What follows belongs to an exercise in optimizing a design on an open flow for small area, a short achievable clock period and few clock cycles per item; a production flow would make more cautious choices.
In this exercise RTL edits were held to simulation tests only and were not proved equivalent to the original.
Power is estimated from default activity; no workload was simulated.

--- flow/design.v ---
package bellmanFordPkg;
    typedef logic [8-1:0] nodeId_t;
    typedef logic signed [8-1:0] weight_t;
    typedef logic signed [16-1:0] distance_t;
    typedef logic [13-1:0] graphAddress_t;
    typedef logic [128-1:0] graphLine_t;
endpackage
module bellmanFordTop (
    input  logic                          clock,
    input  logic                          reset,
    input  logic                          start,
    input  bellmanFordPkg::nodeId_t       source,
    input  bellmanFordPkg::nodeId_t       destination,
    input  bellmanFordPkg::nodeId_t       nodeCount,
    output logic                          graphReadEnable,
    output bellmanFordPkg::graphAddress_t graphAddress,
    input  bellmanFordPkg::graphLine_t    graphData,
    output logic                          outWriteEnable,
    output bellmanFordPkg::graphAddress_t outAddress,
    output bellmanFordPkg::distance_t     outData,
    output logic                          busy,
    output logic                          finish,
    output logic                          negCycle
);
    localparam int NN = 31;
    localparam int DW = 13;
    typedef enum logic [2:0] {S_IDLE, S_RUN, S_PD, S_PN, S_PE, S_FIN} state_t;
    typedef enum logic [2:0] {F_WAIT, F_IDXW, F_IDX, F_ADJW, F_LINE, F_GAP} fetch_t;
    state_t st;
    fetch_t fst;
    logic [4:0] srcR, dstR;
    logic [4:0] nR;
    logic [5:0] passCnt;
    logic [DW-1:0] distT [1:NN];
    logic [4:0]    predT [1:NN];
    logic [NN:1]   reached;
    logic [NN:1]   dirty;
    logic                 aValid;
    logic [4:0]           aNode;
    logic signed [7:0]    aW;
    logic                 bValid, bInit, bDuRead;
    logic [4:0]           bNode;
    logic signed [DW-1:0] bCand;
    logic signed [DW-1:0] du;
    logic [4:0]           procNode, selNode;
    logic                 selPend;
    logic [5:0]           pos;
    logic [2:0] slot;
    logic [7:0] rem;
    logic       firstLine;
    logic       reqPend, pendIdx;
    logic [5:0] outCnt;
    logic signed [DW-1:0] pDist;
    logic [4:0]           pPred;
    logic                 pReached;
    assign pDist    = distT[bNode];
    assign pPred    = predT[bNode];
    assign pReached = reached[bNode];
    logic wrEn;
    logic negDetect;
    assign wrEn = bValid && (bInit || !pReached || (bCand < pDist));
    assign negDetect = bValid && !bInit && (bCand < -13'sd960);
    logic [NN:1] hiM;
    logic        anyHi, anyD, wrap;
    logic [4:0]  selHi, selLo, sel;
    always_comb
    begin
        for (int i = 1; i <= NN; i++)
            hiM[i] = dirty[i] && (6'(i) >= pos);
        anyHi = |hiM;
        anyD  = |dirty;
        selHi = '0;
        selLo = '0;
        for (int i = NN; i >= 1; i--)
        begin
            if (hiM[i])  selHi = 5'(i);
            if (dirty[i]) selLo = 5'(i);
        end
        sel  = anyHi ? selHi : selLo;
        wrap = !anyHi;
    end
    logic [7:0] lCur, remAfter;
    logic       emit, lastInLine, nextLast;
    logic [7:0] slotW;
    always_comb
    begin
        lCur       = firstLine ? graphData[119:112] : rem;
        emit       = lCur != 8'd0;
        remAfter   = lCur - 8'(emit);
        lastInLine = (lCur <= 8'd1) || (slot == 3'd7);
        nextLast   = !lastInLine && ((lCur == 8'd2) || (slot == 3'd6));
        slotW      = graphData[119 - 16*slot -: 8];
    end
    logic [4:0] slotNodeLo;
    always_comb
        slotNodeLo = graphData[120 - 16*slot +: 5];
    logic issueIdx, issueCont, negPass, doneNow;
    logic lineNodeDone;
    always_comb
    begin
        issueIdx  = 1'b0;
        issueCont = 1'b0;
        doneNow   = 1'b0;
        lineNodeDone = 1'b0;
        if (st == S_RUN)
        begin
            case (fst)
                F_LINE:
                    if (!reqPend)
                    begin
                        if (nextLast)
                        begin
                            if (lCur != 8'd2) issueCont = 1'b1;
                            else if (anyD)    issueIdx = 1'b1;
                        end
                        else if (lastInLine)
                        begin
                            if (lCur > 8'd1) issueCont = 1'b1;
                            else if (anyD)   issueIdx = 1'b1;
                        end
                    end
                F_WAIT:
                    if (anyD) issueIdx = 1'b1;
                    else if (!aValid && !bValid) doneNow = 1'b1;
                default: ;
            endcase
        end
        negPass = issueIdx && wrap && (passCnt == {nR, 1'b0});
    end
    logic [NN:1] clr;
    always_comb
        for (int i = 1; i <= NN; i++)
            clr[i] = issueIdx && !negPass && (sel == 5'(i));
    always_ff @(posedge clock)
    begin
        for (int i = 1; i <= NN; i++)
        begin
            if (wrEn && bNode == 5'(i))
            begin
                distT[i] <= bCand;
                predT[i] <= procNode;
            end
        end
    end
    always_ff @(posedge clock)
    begin
        for (int i = 1; i <= NN; i++)
        begin
            if (st == S_IDLE)
            begin
                reached[i] <= 1'b0;
                dirty[i] <= 1'b0;
            end
            else
            begin
                if (wrEn && bNode == 5'(i))
                    reached[i] <= 1'b1;
                if (clr[i])
                    dirty[i] <= 1'b0;
                else if (wrEn && !bInit && bNode == 5'(i) && !(selPend && selNode == 5'(i)))
                    dirty[i] <= 1'b1;
            end
        end
    end
    always_ff @(posedge clock)
    begin
        if (reset)
        begin
            st <= S_IDLE;
            fst <= F_WAIT;
            graphReadEnable <= 1'b0;
            outWriteEnable <= 1'b0;
            finish <= 1'b0;
            negCycle <= 1'b0;
            aValid <= 1'b0;
            bValid <= 1'b0;
            bInit <= 1'b0;
            bDuRead <= 1'b0;
            reqPend <= 1'b0;
            selPend <= 1'b0;
        end
        else
        begin
            graphReadEnable <= 1'b0;
            outWriteEnable <= 1'b0;
            finish <= 1'b0;
            aValid <= (st == S_RUN) && (fst == F_LINE) && emit;
            bValid <= aValid;
            bInit <= 1'b0;
            bDuRead <= 1'b0;
            if (bDuRead)
                du <= pDist;
            case (st)
                S_IDLE:
                begin
                    fst <= F_WAIT;
                    if (start)
                    begin
                        srcR <= source[4:0];
                        dstR <= destination[4:0];
                        nR <= nodeCount[4:0];
                        negCycle <= 1'b0;
                        passCnt <= 6'd1;
                        bValid <= 1'b1;
                        bInit <= 1'b1;
                        bNode <= source[4:0];
                        bCand <= '0;
                        procNode <= source[4:0];
                        selNode <= source[4:0];
                        selPend <= 1'b0;
                        pos <= {1'b0, source[4:0]} + 6'd1;
                        graphReadEnable <= 1'b1;
                        graphAddress <= bellmanFordPkg::graphAddress_t'(source[4:0]);
                        reqPend <= 1'b0;
                        fst <= F_IDXW;
                        st <= S_RUN;
                    end
                end
                S_RUN:
                begin
                    if (aValid)
                    begin
                        bNode <= aNode;
                        bCand <= du + {{(DW-8){aW[7]}}, aW};
                    end
                    if (issueIdx && !negPass)
                    begin
                        graphReadEnable <= 1'b1;
                        graphAddress <= bellmanFordPkg::graphAddress_t'(sel);
                        selNode <= sel;
                        selPend <= 1'b1;
                        pos <= {1'b0, sel} + 6'd1;
                        if (wrap)
                            passCnt <= passCnt + 6'd1;
                    end
                    if (issueCont)
                    begin
                        graphReadEnable <= 1'b1;
                        graphAddress <= graphAddress + 13'd1;
                    end
                    case (fst)
                        F_WAIT:
                            if (issueIdx) fst <= F_IDXW;
                        F_IDXW:
                            fst <= F_IDX;
                        F_IDX:
                        begin
                            graphReadEnable <= 1'b1;
                            graphAddress <= graphData[13-1:0];
                            fst <= F_ADJW;
                        end
                        F_ADJW:
                        begin
                            bNode <= selNode;
                            bDuRead <= 1'b1;
                            procNode <= selNode;
                            selPend <= 1'b0;
                            firstLine <= 1'b1;
                            slot <= 3'd1;
                            fst <= F_LINE;
                        end
                        F_GAP:
                            fst <= F_LINE;
                        F_LINE:
                        begin
                            firstLine <= 1'b0;
                            rem <= remAfter;
                            slot <= slot + 3'd1;
                            if (nextLast && (issueCont || issueIdx))
                            begin
                                reqPend <= 1'b1;
                                pendIdx <= issueIdx;
                            end
                            if (lastInLine)
                            begin
                                reqPend <= 1'b0;
                                slot <= 3'd0;
                                if (reqPend)
                                    fst <= pendIdx ? F_IDX : F_LINE;
                                else if (issueCont)
                                    fst <= F_GAP;
                                else if (issueIdx)
                                    fst <= F_IDXW;
                                else
                                    fst <= F_WAIT;
                            end
                        end
                        default:
                            fst <= F_WAIT;
                    endcase
                    if (doneNow)
                    begin
                        bNode <= dstR;
                        st <= S_PD;
                    end
                    if (negDetect || negPass)
                    begin
                        negCycle <= 1'b1;
                        finish <= 1'b1;
                        graphReadEnable <= 1'b0;
                        aValid <= 1'b0;
                        bValid <= 1'b0;
                        fst <= F_WAIT;
                        st <= S_FIN;
                    end
                end
                S_PD:
                begin
                    outWriteEnable <= 1'b1;
                    outCnt <= 6'd0;
                    outAddress <= '0;
                    outData <= pReached ? {{(16-DW){pDist[DW-1]}}, pDist} : 16'hFFFF;
                    if (pReached)
                        st <= S_PN;
                    else
                    begin
                        finish <= 1'b1;
                        st <= S_FIN;
                    end
                end
                S_PN:
                begin
                    outWriteEnable <= 1'b1;
                    outCnt <= outCnt + 6'd1;
                    outAddress <= bellmanFordPkg::graphAddress_t'(outCnt + 6'd1);
                    outData <= 16'(bNode);
                    if (bNode == srcR)
                        st <= S_PE;
                    else
                        bNode <= pPred;
                end
                S_PE:
                begin
                    outWriteEnable <= 1'b1;
                    outCnt <= outCnt + 6'd1;
                    outAddress <= bellmanFordPkg::graphAddress_t'(outCnt + 6'd1);
                    outData <= 16'hFFFF;
                    finish <= 1'b1;
                    st <= S_FIN;
                end
                default:
                    st <= S_IDLE;
            endcase
        end
    end
    always_ff @(posedge clock)
    begin
        aNode <= slotNodeLo;
        aW <= slotW;
    end
    assign busy = st != S_IDLE;
endmodule
--- flow/run.sh ---
#!/bin/bash
# synth_recipe.tcl (not shown) runs the flow's synth.tcl, then flattens the netlist and writes it again
# the make line also repeats each setting of config.mk as NAME=value (left out here)
make -C /OpenROAD-flow-scripts/flow DESIGN_CONFIG=/design/flow/config.mk WORK_HOME=/design/flow/orfs CLKGATE_MAP_FILE= SYNTH_SCRIPT=/design/flow/synth_recipe.tcl finish
--- flow/config.mk ---
export PLATFORM = sky130hd
export DESIGN_NAME = bellmanFordTop
export DESIGN_NICKNAME = bellmanFordTop
export VERILOG_FILES = /design/flow/design.v
export SDC_FILE = /design/flow/constraint.sdc
export NUM_CORES = 4
export LEC_CHECK = 0
export CAP_MARGIN = 20
export CORE_MARGIN = 2
export CORE_UTILIZATION = 40
export SETUP_SLACK_MARGIN = 4.5
export SLEW_MARGIN = 20
export TNS_END_PERCENT = 100
--- flow/constraint.sdc ---
create_clock -name core_clock -period 8.0 [get_ports {clock}]
set_input_delay 1.6000 -clock core_clock [delete_from_list [all_inputs] [get_ports {clock}]]
set_output_delay 1.6000 -clock core_clock [all_outputs]
set_load 0.01 [all_outputs]
==> impl_metrics.tcl, run 1 <==
set metrics [dict create \
    tightestPinTransition_ns 1.20 \
    ios 202 \
    cts_buffers 77 \
    vias 25500 \
    reg2reg_to "distT[28][10]" \
    r2r_slack_ns 2.89 \
    synthFlopType "edfxtp_1" \
    drc 0 \
    root_buffer "clkbuf_16" \
    synthTopCellsByArea "edfxtp_1 (62%), dfxtp_1 (5.6%), a22oi_1 (3.7%)" \
    avgSynthCellArea_um2 14.0 \
    cts.clk_slew.worst_paths_ns 0.06 \
    areaGrowthSynthToFinish_pct 35.5 \
    max_clock_freq_ghz 0.196 \
    io_buffers 162 \
    cts_tree "done" \
    final_common_cell "edfxtp_1" \
    hold_viol 0 \
    whs_ns 0.461 \
    drt-pass1-iter-count 6 \
    fin_worst_skew_ns 0.0496 \
    yosysWarnings 21 \
    grt_start_max_net_pins 43 \
    powerDensity_nw_per_um2 257 \
    maxCapViolCount 0 \
    slew_headroom_pct 20.3 \
    viasPerCell 6.41 \
    yosysUniqueCellTypes 90 \
    report.final.slew_viol_count 0 \
    holdCritPathClass "flip-flop to flip-flop" \
    final_cell_mix "edfxtp_1 (672), buf_4 (187), clkdlybuf4s50_1 (153)" \
    drt_wl_total_mm 128 \
    grt-ovfl-total 0 \
    synthesis.area_um2 32700 \
    outcome "complete, no violations" \
    rsz0062_at_grt "true" \
    crit_end "distT[28][10]" \
    finalWorstSetupSlack_ns 2.89 \
    r2r-start "bNode[0]" \
    crit_arrival_ns 5.51 \
    grt_pass1_vias 24500 \
    p_total_mw 11.4 \
    drtAntennaViolNets 0 \
    setup_tns_ns 0 \
    core_um2 80700 \
    crit_type "flip-flop to flip-flop" \
    period_needed_ns 5.11 \
    crit_fanout 8 \
    cp-startpoint "bNode[0]" \
    gp_congestion 0.900 \
    drive_gt1_share_pct 29.6 \
    die_w_um 290 \
    h-tree-depth 3 \
    leakage_nw 15.1 \
    max_stage_delay_ns 0.67 \
    finalSetupViolCount 0 \
    cts_max_path_buffers 3 \
    initial_utilization_pct 40.5 \
    dp_hpwl_mm 69.1 \
    track_usage_pct 29.6 \
    postCtsHoldBufs 0 \
    grt_antenna_before_repair 5 \
    ir_drop_v 0.000164 \
    final_core_util_pct 54.9 \
    rows 104 \
    worstSetupEndpointType "flip-flop" \
    worstSetupStartpointType "flip-flop" \
    die_height_um 290 \
    synth-async-reset-ratio_pct 0 \
    synth_edf_count 672 \
    dieArea_um2 83900 \
    yosysTopAreaCellShare_pct 61.8 \
    drtIter0Drc 3869 \
    insertion_delay_ns 0.66 \
    reg2reg_depth 26 \
    grt_pass1_wl_mm 176 \
    post-route-period-util_pct 63.9 \
    ys_seq_area_share_pct 67.4 \
    yosysTopAreaCell "edfxtp_1" \
    wl_per_cell_um 32.2 \
    hold_depth 1 \
    cts.sinks 763 \
    post-place-ws_ns 1.31 \
    synthCells 2339 \
    required_ns 8.41 \
    cpMaxStageDelayCell "nor4_4" \
    ys_seq_elements 763 \
    nets 3042 \
]
layout make-up:
type                            instances  area [um2]
Sequential cell                       763       22000
Multi-Input combinational cell       1417       11900
Clock buffer                          102        2100
Clock inverter                         41         423
Inverter                               52         206
Fill cell                            6257       36400
Timing Repair Buffer                  537        6260
Tap cell                             1060        1330
Antenna cell                            2        5.00
worst max-delay path: cells and delay by family, from the launching register on:
kind | cells | cell delay, ns
muxes | 1 | 0.06
AOI/OAI and AO/OA | 9 | 1.40
buffers and inverters | 11 | 1.46
DFF | 1 | 0.46
adders and majority gates | 2 | 0.40
and+or+nand+nor | 3 | 1.09
metrics by stage:
stage | area, um2 | cells
detailed placement | 36100 | 3490
CTS | 42700 | 3901
finish | 44300 | 3974
global placement | 36000 | 3486
global route | 44200 | 3972
floorplan | 33300 | 2344
cell usage after synthesis, types with 40 or more instances:
library cell	instances
inv_1	51
a221oi_1	55
o21ai_0	49
o21a_1	40
dfxtp_1	91
nand4_1	48
nand2_1	142
a22oi_1	160
a22o_1	45
a21oi_1	57
nand3_1	49
clkbuf_1	94
nor2_1	134
a31oi_1	46
edfxtp_1	672
report_power, final:
group	leakage [nW]	switching (mW)	internal [mW]
registers	6.82	0.195	4.63
clock network	1.23	1.60	2.06
logic	7.01	1.68	1.23
what timing repair did:
action | CTS | global route
pin swaps | 87 | 93
setup buffers | 228 | 54
gates resized for setup | 243 | 161
endpoints found under the setup margin | 725 | 681
cloned | 40 | 6
kinds of logic after synthesis:
family / Yosys count / synth area share [%]
AO/OA/AOI/OAI: 614 / 14.0
XOR/XNOR: 50 / 1.36
adder cells (fa/ha/maj): 39 / 1.52
buffers and inverters: 196 / 2.55
flip-flops: 763 / 67.4
multiplexers: 66 / 3.47
other: 1 / 0.0115
AND/OR/NAND/NOR: 610 / 9.70
routing by layer:
layer	vias to the layer above	track usage (%)	routed length (um)
li1	10400	-	-
met1	12500	37.3	45100
met2	2048	45.7	57300
met3	496	9.29	17100
met4	10	15.6	8070
met5	-	0	182
worst min-delay path by stage:
stage,startpoint,end,slack (ns)
final,reached[1],reached[1],0.46
after global routing,reached[2],reached[2],0.47
after CTS,reached[1],reached[1],0.46
after detailed placement,reached[1],reached[1],0.45
after global placement,reached[1],reached[1],0.44
after floorplan,reached[1],reached[1],0.42
registers in the layout, indices dropped and copies added, names as in the netlist, 6 cells and up:
register and flops:
reached 31, passCnt 6, du 13, bCand 13, rem 8, graphAddress 13, outData 13, predT 155
dirty 31, pos 6, aW 8, distT 403
Testbench counts, summed over its fixed seeds: cycles 21,796, queries 96.
==> run 2, diff against run 1 <==
--- a/flow/config.mk
+++ b/flow/config.mk
@@ -10,4 +10,2 @@
 export CORE_UTILIZATION = 40
-export SETUP_SLACK_MARGIN = 4.5
 export SLEW_MARGIN = 20
-export TNS_END_PERCENT = 100
==> run 2 against run 1 <==
Highest routed layer unchanged; wire length down 15%; non-clock buffer count down 248; largest power group unchanged; via count down 9.3%; still clean on timing, DRC and antenna.
==> impl_metrics.tcl, run 2 <==
set metrics [dict create \
    outcome "complete, no violations" \
    drc 0 \
    yosysUniqueCellTypes 90 \
    finalSetupViolCount 0 \
    cts_buffers 79 \
    required_ns 8.27 \
    worstSetupEndpointType "flip-flop" \
    ios 202 \
    maxCapViolCount 0 \
    synth-async-reset-ratio_pct 0 \
    post_cts_resized 0 \
    ys_seq_elements 763 \
    ir_drop_v 0.000167 \
    yosysTopAreaCell "edfxtp_1" \
    ys_seq_area_share_pct 67.4 \
    leakage_nw 12.9 \
    hold_viol 0 \
    cts.sinks 763 \
    vias 23100 \
    slew_headroom_pct 19.6 \
    final_core_util_pct 48.2 \
    dp_hpwl_mm 70.8 \
    drt-pass1-iter-count 6 \
    postCtsHoldBufs 0 \
    crit_fanout 24 \
    max_clock_freq_ghz 0.147 \
    setup_tns_ns 0 \
    largestRegisters "distT (403), predT (155)" \
    synthFlopType "edfxtp_1" \
    synthesis.area_um2 32700 \
    period_needed_ns 6.80 \
    fin_worst_skew_ns 0.0384 \
    yosysTopAreaCellShare_pct 61.8 \
    grt-ovfl-total 0 \
    track_usage_pct 25.3 \
    largest_reg_flops 403 \
    synth_common_cells "edfxtp_1 (672), a22oi_1 (160), nand2_1 (142)" \
    viasPerCell 6.25 \
    rsz0062_at_grt "false" \
    powerDensity_nw_per_um2 268 \
    cts_tree "done" \
    synthCells 2339 \
    crit_type "flip-flop to flip-flop" \
    die_height_um 290 \
    fill_cells 6861 \
    worstSetupStartpointType "flip-flop" \
    p_total_mw 10.4 \
    grt.busiest_layer "met2" \
    avgSynthCellArea_um2 14.0 \
    core_um2 80700 \
    synthMostInstantiatedCell "edfxtp_1" \
    cts_max_path_buffers 3 \
    areaGrowthSynthToFinish_pct 19.0 \
    cts.clk_slew.worst_paths_ns 0.06 \
    drt_wl_total_mm 109 \
    grt_pass1_vias 22100 \
    report.final.slew_viol_count 0 \
    grt_antenna_before_repair 3 \
    holdCritPathClass "flip-flop to flip-flop" \
    grt_start_max_net_pins 42 \
    crit_arrival_ns 7.08 \
    synthTopCellsByArea "edfxtp_1 (62%), dfxtp_1 (5.6%), a22oi_1 (3.7%)" \
    final_common_cell "edfxtp_1" \
    synth_edf_count 672 \
    tightestPinTransition_ns 1.19 \
    h-tree-depth 3 \
    yosysWarnings 21 \
    whs_ns 0.463 \
    final_cell_mix "edfxtp_1 (672), clkdlybuf4s50_1 (162), a22oi_1 (160)" \
    root_buffer "clkbuf_16" \
    rows 104 \
    wl_per_cell_um 29.4 \
    final_area_um2 38900 \
    drtAntennaViolNets 0 \
    io_buffers 162 \
    grt_pass1_wl_mm 153 \
    post-route-period-util_pct 85.0 \
    gp_congestion 0.900 \
    post_cts_buffers 0 \
    die_w_um 290 \
    largest-register "distT" \
    grt_use_met1_pct 34.1 \
    nets 2764 \
    drtIter0Drc 3095 \
    drive_gt1_share_pct 13.9 \
    initial_utilization_pct 40.5 \
    grt_use_met3_pct 5.34 \
    dieArea_um2 83900 \
    placed_area_um2 36100 \
    met2_usage_pct 41.3 \
    insertion_delay_ns 0.64 \
]
[run 2: cell counts after synthesis]
No cell type changed its count.
[run 2: area by class of cell]
| type | count | area (um2) | share of cell area, % |
|---|---|---|---|
| Clock inverter | 53 | 571 | 1.47 |
| Sequential cell | 763 | 22000 | 56.6 |
| Tap cell | 1060 | 1330 | 3.41 |
| Timing Repair Buffer | 289 | 2720 | 6.99 |
| Multi-Input combinational cell | 1385 | 10000 | 25.8 |
| Inverter | 52 | 195 | 0.502 |
| Clock buffer | 91 | 2040 | 5.25 |
| Antenna cell | 1 | 2.50 | 0.00644 |
[run 2: power breakdown]
group	internal, mW	leakage [nW]	total (mW)	switching, mW
combinational	0.656	4.78	1.88	1.22
sequential	4.63	6.82	4.84	0.213
clock	2.12	1.27	3.71	1.59
[run 2: per-stage QoR]
stage,worst slack (ns),std cells
detailed placement,1.35,3541
floorplan,1.55,2344
finish,1.20,3694
CTS,1.33,3685
global placement,1.08,3540
global route,0.900,3693
[run 2: logic make-up (layout without fill, tap and decap cells)]
group / after synthesis / after routing / synth area share [%]
adder cells (fa/ha/maj): 39 / 39 / 1.52
AND/OR/NAND/NOR: 610 / 610 / 9.70
XOR/XNOR: 50 / 50 / 1.36
buffers and inverters: 196 / 485 / 2.55
flip-flops: 763 / 763 / 67.4
AO/OA/AOI/OAI: 614 / 614 / 14.0
other: 1 / 7 / 0.0115
multiplexers: 66 / 66 / 3.47
[run 2: per-layer routing]
| metal | routed length, um | share of wire (%) |
|---|---|---|
| met3 | 12100 | 11 |
| met5 | 13 | 0.012 |
| met1 | 42800 | 39 |
| met2 | 50400 | 46 |
| met4 | 3190 | 2.9 |
[run 2: worst paths after layout]
kind         startpoint           to  slack (ns)  cells past startpoint
min reg2reg  reached[2]   reached[2]        0.46                      1
min          reached[2]   reached[2]        0.46                      1
max reg2reg    bNode[2]  predT[5][3]        1.20                     19
max            bNode[2]  predT[5][3]        1.20                     19
[run 2: critical path, stage by stage (launching register included)]
cell	delay, ns
edfxtp_1	0.92
nand2b_1	0.38
nor2_2	0.29
buf_4	0.25
a22o_1	0.17
a221oi_1	0.22
nand4_1	0.27
nor4_1	1.06
a21oi_1	0.23
inv_1	0.12
ha_1	0.23
nand4_1	0.08
nor2_1	0.05
o311ai_1	0.09
a32oi_1	0.27
a31oi_1	0.23
buf_4	0.28
buf_4	0.29
and2_1	0.51
buf_4	0.46

-- separate check: timing with driven ports --
In the flow no input, the clock included, has a driving cell. The finished layouts below were timed again as built, in two steps.
Step 1 assumes that a clkbuf_16 drives the clock port and a buf_2 every other input.
Step 2 moves the port delays by t, midway between the first and last clock arrival at a register: inputs arrive t later, outputs are due t later. That takes back most of the time a late clock gives input paths.
a / b / c = no drivers / after step 1 / after step 2; a / b = the first two.
| run | t (ns) | setup WS [ns] | worst setup path at the end |
|---|---|---|---|
| run 1 | 0.707 | 2.891 / 2.891 / 2.891 | register to register |
| run 2 | 0.694 | 1.198 / 1.198 / 1.198 | register to register |
After both steps every run listed still meets setup and hold.
